This design comes from an exercise in tuning for small area and a short achievable clock period on the open sky130 flow, not from production work. In this exercise RTL edits were held to simulation tests only and were not proved equivalent to the original.

$ cat flow/config.mk
export PLATFORM = sky130hd
export DESIGN_NAME = foosball_top
export DESIGN_NICKNAME = foosball_top
export VERILOG_FILES = /design/flow/design.v
export SDC_FILE = /design/flow/constraint.sdc
export NUM_CORES = 4
export LEC_CHECK = 0
export CAP_MARGIN = 20
export CORE_MARGIN = 2
export CORE_UTILIZATION = 40
export SLEW_MARGIN = 20
$ cat flow/constraint.sdc
create_clock -name core_clock -period 13.0 [get_ports {clk}]
set_input_delay 2.6000 -clock core_clock [delete_from_list [all_inputs] [get_ports {clk}]]
set_output_delay 2.6000 -clock core_clock [all_outputs]
set_load 0.01 [all_outputs]
$ cat flow/design.v
package game_cfg_pkg;
   localparam int refresh_default = 255;     
   localparam int field_bottom = 479;        
   localparam int rod_len       = 100;       
   localparam int rod_thick     = 10;        
   localparam int rod_step      = 10;        
   localparam int rod_start_top = 260;
   localparam int left_rod_x    = 5;         
   localparam int right_rod_x   = 625;       
   localparam int ball_start  = 300;         
   localparam int ball_radius = 8;
   localparam int ball_speed  = 3;           
   localparam int serve_h     = 4;           
   localparam int serve_v     = 3;           
   localparam int goal_low      = 140;
   localparam int goal_high     = 340;
   localparam int wall_gap_low  = 200;
   localparam int wall_gap_high = 280;
   localparam int top_bounce    = 20;
   localparam int bottom_bounce = 460;
   localparam logic [2:0] col_field     = 3'b010;  
   localparam logic [2:0] col_frame     = 3'b111;  
   localparam logic [2:0] col_left_rod  = 3'b001;  
   localparam logic [2:0] col_right_rod = 3'b100;  
   localparam logic [2:0] col_ball      = 3'b111;  
   localparam logic [2:0] col_blank     = 3'b000;
endpackage
package game_types_pkg;
   typedef logic signed [10:0] coord_t;
   typedef logic signed [3:0] vel_t;         
   typedef logic [2:0] rgb_t;                
   typedef struct packed {
      logic up;
      logic down;
   } rod_btn_t;
   typedef struct packed {
      logic [9:0] x;                         
      logic [8:0] y;                         
      logic       video_on;                  
   } pixel_t;
   typedef struct packed {
      coord_t x;
      coord_t y;
   } ball_t;
endpackage
`timescale 1ns/1ps
module game_ctrl #(
   parameter int refresh_period = game_cfg_pkg::refresh_default
) (
   input  logic clk,
   input  logic reset,
   input  logic stop_ball,         
   input  logic goal_right_mouth,  
   input  logic goal_left_mouth,   
   output logic frame_tick,        
   output logic serve,
   output logic serve_left,        
   output logic score1,
   output logic score2
);
   localparam int cnt_w = (refresh_period > 0) ? $clog2(refresh_period + 1) : 1;
   logic [cnt_w-1:0] cnt;
   always_ff @(posedge clk or posedge reset)
   begin
      if (reset)
      begin
         cnt <= '0;
      end
      else if (cnt == cnt_w'(refresh_period))
      begin
         cnt <= '0;                        
      end
      else
      begin
         cnt <= cnt + 1'b1;
      end
   end
   assign frame_tick = (cnt == '0);        
   assign serve = stop_ball;
   always_ff @(posedge clk or posedge reset)
   begin
      if (reset)
      begin
         serve_left <= 1'b0;               
         score1     <= 1'b0;
         score2     <= 1'b0;
      end
      else
      begin
         score1 <= goal_right_mouth;       
         score2 <= goal_left_mouth;
         if (goal_right_mouth)
            serve_left <= 1'b0;            
         else if (goal_left_mouth)
            serve_left <= 1'b1;            
      end
   end
endmodule
`timescale 1ns/1ps
import game_cfg_pkg::*;
module rod_mover (
   input  logic                     clk,
   input  logic                     reset,
   input  logic                     frame_tick,
   input  game_types_pkg::rod_btn_t btn,
   output game_types_pkg::coord_t   rod_top
);
   localparam int down_limit = field_bottom - rod_step - rod_len;
   logic can_up;
   logic can_down;
   assign can_up   = btn.up && (rod_top > rod_step);
   assign can_down = btn.down && (rod_top < down_limit);
   always_ff @(posedge clk or posedge reset)
   begin
      if (reset)
      begin
         rod_top <= 11'(rod_start_top);
      end
      else if (frame_tick)
      begin
         if (can_up)                       
            rod_top <= rod_top - 11'(rod_step);
         else if (can_down)
            rod_top <= rod_top + 11'(rod_step);
      end
   end
endmodule
`timescale 1ns/1ps
import game_cfg_pkg::*;
import game_types_pkg::*;
module ball_mover (
   input  logic                   clk,
   input  logic                   reset,
   input  logic                   frame_tick,
   input  logic                   serve,         
   input  logic                   serve_left,    
   input  game_types_pkg::coord_t left_top,
   input  game_types_pkg::coord_t right_top,
   output game_types_pkg::ball_t  ball,
   output logic                   goal_right_mouth,
   output logic                   goal_left_mouth
);
   localparam int right_hit_lo = right_rod_x - 3;
   localparam int right_hit_hi = right_rod_x + 5;
   localparam int left_hit_lo  = left_rod_x + 7;
   localparam int left_hit_hi  = left_rod_x + 12;
   localparam int wall_right = 630;        
   localparam int wall_left  = 3;
   localparam int goal_right = 637;        
   localparam int goal_left  = 3;
   game_types_pkg::vel_t vel_h, vel_v;                    
   game_types_pkg::vel_t  vel_h_next, vel_v_next;
   game_types_pkg::ball_t ball_next;
   logic hit_right, hit_left;
   logic off_gap;                          
   logic in_mouth;                         
   assign hit_right = (ball.y >= right_top) && (ball.y <= right_top + rod_len)
                      && (ball.x >= right_hit_lo) && (ball.x <= right_hit_hi);
   assign hit_left  = (ball.y >= left_top) && (ball.y <= left_top + rod_len)
                      && (ball.x >= left_hit_lo) && (ball.x <= left_hit_hi);
   assign off_gap  = (ball.y < wall_gap_low) || (ball.y > wall_gap_high);
   assign in_mouth = (ball.y >= goal_low) && (ball.y <= goal_high);
   assign goal_right_mouth = frame_tick && in_mouth && (ball.x >= goal_right);
   assign goal_left_mouth  = frame_tick && in_mouth && (ball.x <= goal_left);
   always_comb
   begin
      ball_next  = ball;
      vel_h_next = vel_h;
      vel_v_next = vel_v;
      if (frame_tick)
      begin
         if (hit_right)
            vel_h_next = game_types_pkg::vel_t'(-ball_speed);
         else if (hit_left)
            vel_h_next = game_types_pkg::vel_t'(ball_speed);
         if (ball.y < top_bounce)
            vel_v_next = game_types_pkg::vel_t'(ball_speed);
         else if (ball.y > bottom_bounce)
            vel_v_next = game_types_pkg::vel_t'(-ball_speed);
         else if ((ball.x >= wall_right) && off_gap)
            vel_h_next = game_types_pkg::vel_t'(-ball_speed);
         else if ((ball.x <= wall_left) && off_gap)
            vel_h_next = game_types_pkg::vel_t'(ball_speed);
         ball_next.x = ball.x + game_types_pkg::coord_t'(vel_h);    
         ball_next.y = ball.y + game_types_pkg::coord_t'(vel_v);
         if (goal_right_mouth || goal_left_mouth)
         begin
            ball_next.x = game_types_pkg::coord_t'(ball_start);     
            ball_next.y = game_types_pkg::coord_t'(ball_start);
            vel_h_next  = '0;                       
            vel_v_next  = '0;
         end
      end
      if (serve)                           
      begin
         vel_h_next = serve_left ? game_types_pkg::vel_t'(-serve_h) : game_types_pkg::vel_t'(serve_h);
         vel_v_next = serve_left ? game_types_pkg::vel_t'(-serve_v) : game_types_pkg::vel_t'(serve_v);
      end
   end
   always_ff @(posedge clk or posedge reset)
   begin
      if (reset)
      begin
         ball.x <= game_types_pkg::coord_t'(ball_start);
         ball.y <= game_types_pkg::coord_t'(ball_start);
         vel_h  <= '0;
         vel_v  <= '0;
      end
      else
      begin
         ball  <= ball_next;
         vel_h <= vel_h_next;
         vel_v <= vel_v_next;
      end
   end
endmodule
`timescale 1ns/1ps
import game_cfg_pkg::*;
import game_types_pkg::*;
module pixel_renderer (
   input  logic                   clk,
   input  logic                   reset,
   input  game_types_pkg::pixel_t pix,
   input  game_types_pkg::ball_t  ball,
   input  game_types_pkg::coord_t left_top,
   input  game_types_pkg::coord_t right_top,
   output game_types_pkg::rgb_t   rgb
);
   localparam int frame_w     = 5;         
   localparam int frame_low   = field_bottom - frame_w;    
   localparam int frame_right = 639 - frame_w;             
   game_types_pkg::coord_t px, py;                         
   logic signed [12:0] dx, dy;             
   logic [25:0] dist2;
   logic on_frame, on_left, on_right, on_ball;
   logic [2:0] n_obj;                      
   game_types_pkg::rgb_t rgb_next;
   assign px = game_types_pkg::coord_t'({1'b0, pix.x});
   assign py = game_types_pkg::coord_t'({2'b00, pix.y});
   assign on_frame = (py < frame_w) || (py > frame_low)
                     || ((py != 0) && ((py < goal_low) || (py > goal_high))
                         && ((px < frame_w) || (px > frame_right)));
   assign on_left  = (py > left_top) && (py < left_top + rod_len)
                     && (px > left_rod_x) && (px < left_rod_x + rod_thick);
   assign on_right = (py > right_top) && (py < right_top + rod_len)
                     && (px > right_rod_x) && (px < right_rod_x + rod_thick);
   assign dx      = px - ball.x;
   assign dy      = py - ball.y;
   assign dist2   = dx * dx + dy * dy;
   assign on_ball = (dist2 <= ball_radius * ball_radius);    
   assign n_obj = 3'(on_frame) + 3'(on_left) + 3'(on_right) + 3'(on_ball);
   always_comb
   begin
      if (!pix.video_on)
         rgb_next = col_blank;             
      else if (n_obj == 3'd0)
         rgb_next = col_field;
      else if (n_obj != 3'd1)
         rgb_next = col_blank;             
      else if (on_frame)
         rgb_next = col_frame;
      else if (on_left)
         rgb_next = col_left_rod;
      else if (on_right)
         rgb_next = col_right_rod;
      else
         rgb_next = col_ball;
   end
   always_ff @(posedge clk or posedge reset)
   begin
      if (reset)
         rgb <= col_blank;
      else
         rgb <= rgb_next;                  
   end
endmodule
`timescale 1ns/1ps
import game_types_pkg::*;
module foosball_top #(
   parameter int refresh_period = game_cfg_pkg::refresh_default
) (
   input  logic                     clk,
   input  logic                     reset,
   input  logic                     stop_ball,
   input  game_types_pkg::rod_btn_t left_btn,
   input  game_types_pkg::rod_btn_t right_btn,
   input  game_types_pkg::pixel_t   pix,
   output game_types_pkg::rgb_t     rgb,
   output logic                     score1,
   output logic                     score2
);
   logic   frame_tick;
   logic   serve, serve_left;
   logic   goal_right_mouth, goal_left_mouth;
   game_types_pkg::coord_t left_top, right_top;
   game_types_pkg::ball_t  ball;
   game_ctrl #(
      .refresh_period (refresh_period)
   ) u_ctrl (
      .clk              (clk),
      .reset            (reset),
      .stop_ball        (stop_ball),
      .goal_right_mouth (goal_right_mouth),
      .goal_left_mouth  (goal_left_mouth),
      .frame_tick       (frame_tick),
      .serve            (serve),
      .serve_left       (serve_left),
      .score1           (score1),
      .score2           (score2)
   );
   rod_mover left_rod  (.clk(clk), .reset(reset), .frame_tick(frame_tick),
                        .btn(left_btn), .rod_top(left_top));
   rod_mover right_rod (.clk(clk), .reset(reset), .frame_tick(frame_tick),
                        .btn(right_btn), .rod_top(right_top));
   ball_mover u_ball (
      .clk              (clk),
      .reset            (reset),
      .frame_tick       (frame_tick),
      .serve            (serve),
      .serve_left       (serve_left),
      .left_top         (left_top),
      .right_top        (right_top),
      .ball             (ball),
      .goal_right_mouth (goal_right_mouth),
      .goal_left_mouth  (goal_left_mouth)
   );
   pixel_renderer u_render (
      .clk       (clk),
      .reset     (reset),
      .pix       (pix),
      .ball      (ball),
      .left_top  (left_top),
      .right_top (right_top),
      .rgb       (rgb)
   );
endmodule
$ cat flow/run.sh
#!/bin/bash
# synth_recipe.tcl (not shown) runs the flow's synth.tcl, then flattens the netlist and writes it again
# the make line also repeats each setting of config.mk as NAME=value (left out here)
make -C /OpenROAD-flow-scripts/flow DESIGN_CONFIG=/design/flow/config.mk WORK_HOME=/design/flow/orfs CLKGATE_MAP_FILE= SYNTH_SCRIPT=/design/flow/synth_recipe.tcl finish
==> impl_metrics.csv <==
group,metric,value,unit
synthesis,synth_xor_area_frac,0.0444,
clock_tree,insertion_delay,0.34,ns
clock_tree,cts_tree,"yes",
clock_tree,h-tree-depth,3,
synthesis,avgSynthCellArea,8.93,sq um
global_route,antenna_found_initial,1,
synthesis,ys_async_sr_fraction,1.00,
routing,drc,0,
clock_tree,clkSinkCount,63,
min_path,hold_class,"reg2reg",
routing,post_drt_wl_per_cell,16.9,um
floorplanning,die_h,214,um
routing,detail-route-antenna-nets,0,
timing,rsz0062_at_grt,"false",
worst_setup_path,arrival,12.58,ns
synthesis,synth-seq-cells,63,
worst_setup_path,critical_path_class,"in2reg",
global_route,grt_pass1_wl,73200,um
synthesis,synth-adder-area-share,0.500,
worst_setup_path,critPathLaunchType,"input port",
floorplanning,core-area,43300,sq um
synthesis,synth.mux.area_fraction,0.00454,
global_route,grt_max_degree,64,
synthesis,synthFlopType,"dfrtp_1",
synthesis,synthTopCellsByArea,"fa_1 35%, ha_1 15%, inv_1 9.4%, dfrtp_1 7.2%, nor2_1 3.9%",
worst_setup_path,path_delay_family,"adder cells",
synthesis,synthTopCellsByCount,"440 x inv_1, 304 x fa_1, 218 x ha_1, 181 x nor2_1, 122 x nand2_1",
clock_tree,cts_root_buf,"clkbuf_16",
routing,dr.pass1.iters,5,
clock_tree,cts_hold_buf,0,
routing,finalWirelength,44300,um
timing,maxSlewHeadroom,0.446,
global_route,met2_usage,0.321,
layout,diodes,0,
global_route,grt_overflow,0,
synthesis,synth-simple-area-share,0.138,
floorplanning,rows,76,
timing,fmax,0.0811,GHz
timing,fin_crit,12.33,ns
timing,holdWs,0.460,ns
layout,nets,2574,
synthesis,synth.most_common_cell,"inv_1",
timing,hold_viol_final,0,
worst_setup_path,critPathMaxStageDelay,0.53,ns
synthesis,synth.distinct_cells,92,
clock_tree,postCtsSetupBuffers,0,
clock_tree,clock_path_buffers,2,
layout,drive_above_1_share,0.0631,
floorplanning,ioPinCount,32,
synthesis,yosysTopAreaCell,"fa_1",
synthesis,syn-cell-area,17600,sq um
synthesis,ys_warn_count,4,
worst_setup_path,setup.worst_path.end_class,"register",
routing,first_iter_violations,843,
placement,place.gp.congestion,0.953,
synthesis,synth_top_area_frac,0.345,
placement,dp.cells,2599,
timing,setup-violations-final,0,
timing,finalSetupTns,0,ns
synthesis,synth_top_family_by_area,"adder cells",
floorplanning,die_x,214,um
floorplanning,dieArea,45800,sq um
global_route,busiest_layer,"met2",
worst_setup_path,worstPathRequired,13.25,ns
synthesis,synth_seq_area_share,0.0903,
timing,finalClockSkew,0.00858,ns
synthesis,synth_compound_area_frac,0.118,
clock_tree,cts.clk_slew.worst_paths,0.06,ns
status,status,"finished clean",
worst_setup_path,critPathBufInv,10,
global_route,met1_usage,0.292,
clock_tree,cts_made_buffers,9,
routing,vias,13700,
synthesis,syn_inst,1973,
worst_setup_path,cp_slowest_cell,"fa_1",
worst_setup_path,worstPathMaxFanout,5,
global_route,grt_usage,0.199,
worst_setup_path,r2r_slack,2.86,ns
global_route,use_met3,0.0209,
layout,finalNonFillerCells,2615,
routing,via_per_inst,5.23,
placement,hpwl,38300,um
placement,io_buffers,31,
timing,max_slew.worst_pin.slew,0.830,ns
worst_setup_path,cp_common_cell,"fa_1",
timing,finalCritPeriodShare,0.948,
floorplanning,start_util,0.407,
synthesis,syn-num-nets,2522,
timing,slew_violations,0,
job,max_cap_violations,0,
layout,area_growth_syn_to_layout,8.87,%
synthesis,synth_edf_count,0,
layout,fillers,4310,
global_route,grt_pass1_vias,13900,
[path summary, 6_finish.rpt]
| path | startpoint | endpoint | cells past startpoint |
|---|---|---|---|
| worst max-delay path | pix[10] | u_render.rgb[0]$_DFF_PP0_ | 40 |
| worst min-delay path | u_ctrl.cnt[0]$_DFF_PP0_ | u_ctrl.cnt[0]$_DFF_PP0_ | 1 |
| worst max register to register | u_ball.ball[1]$_DFFE_PP0P_ | u_render.rgb[0]$_DFF_PP0_ | 35 |
| worst min register to register | u_ctrl.cnt[0]$_DFF_PP0_ | u_ctrl.cnt[0]$_DFF_PP0_ | 1 |
| max in group asynchronous | reset | u_ball.ball[7]$_DFFE_PP0P_ | 3 |
| min in group asynchronous | reset | u_ctrl.cnt[7]$_DFF_PP0_ | 3 |
[cell usage in the layout, fill, tap and decap left out, drive strengths merged, types with 12 or more instances in the layout]
| cell | count |
|---|---|
| nor2 | 181 |
| nand3 | 30 |
| buf | 43 |
| a211oi | 15 |
| xor2 | 12 |
| nand4 | 18 |
| nor4 | 13 |
| o21a | 20 |
| nor2b | 22 |
| a21o | 13 |
| ha | 218 |
| xnor2 | 67 |
| o21ai | 83 |
| clkdlybuf4s50 | 31 |
| inv | 447 |
| a21oi | 56 |
| dfrtp | 51 |
| fa | 304 |
| and3 | 12 |
| nor3 | 46 |
| a31oi | 15 |
| dfstp | 12 |
| nand2 | 122 |
| nand2b | 22 |
[state kept, by name, summed over array words and instances, names as in the netlist]
signal,count
u_ctrl.serve_left,1
u_ball.ball,22
u_ctrl.score2,1
u_ball.vel_h,4
right_rod.rod_top,10
u_ctrl.score1,1
u_render.rgb,3
u_ball.vel_v,3
u_ctrl.cnt,8
left_rod.rod_top,10
[cells by family after synthesis]
kind of cell | after synthesis
fa+ha+maj | 522
simple gates | 512
buf+inv | 484
compound gates | 302
xor+xnor | 82
flops | 63
mux | 8
[routing by layer]
| metal | routed length (um) | vias up |
|---|---|---|
| met5 | 0 | - |
| li1 | - | 6456 |
| met3 | 2210 | 37 |
| met4 | 535 | 0 |
| met2 | 21000 | 337 |
| met1 | 20500 | 6846 |
[final cells by class]
class / count / area (sq um) / area share
multi-input cells: 1426 / 14200 / 0.740
inverters: 451 / 1690 / 0.0882
flip-flops and latches: 63 / 1590 / 0.0830
well taps: 585 / 732 / 0.0382
repair buffers: 74 / 633 / 0.0330
clock buffers: 10 / 239 / 0.0125
clock inverters: 6 / 92.6 / 0.00483
[repair_timing]
action,4_1_cts,5_1_grt
resized for setup,0,6
setup endpoints to repair,0,3
hold endpoints to repair,0,0
[metrics by stage]
stage                util  area, sq um  setup slack, ns
CTS                 0.443        19200            0.471
global placement    0.435        18800            0.282
global route        0.443        19200          0.00591
detailed placement  0.435        18800            0.127
finish              0.443        19200            0.674
floorplan               -        17600             1.30

static timing again, ports no longer ideal:
The flow's constraints put no driver on any port. The routed layout listed below was extracted and timed again, unchanged, in two steps. Step 1: set_driving_cell puts a clkbuf_16 on clk and a buf_2 on each other input, an assumption about the parent block. Step 2 moves the port delays by t, midway between the first and last clock arrival at a register: inputs arrive t later, outputs are due t later. That takes back most of the time a late clock gives input paths. a / b / c = ideal ports / drivers / drivers and shift; a / b = the first two.
shift t [ns]: 0.385
setup WS [ns]: 0.674 / 0.697 / 0.312
worst setup path after step 2: input to register
slew at the worst register clock pin (ns): 0.06 / 0.06
pins driven straight from the clock port: 1
After both steps setup and hold are still met in this run. For this run, drivers alone change the setup slack by +0.023 ns; drivers and shift together by -0.362 ns.
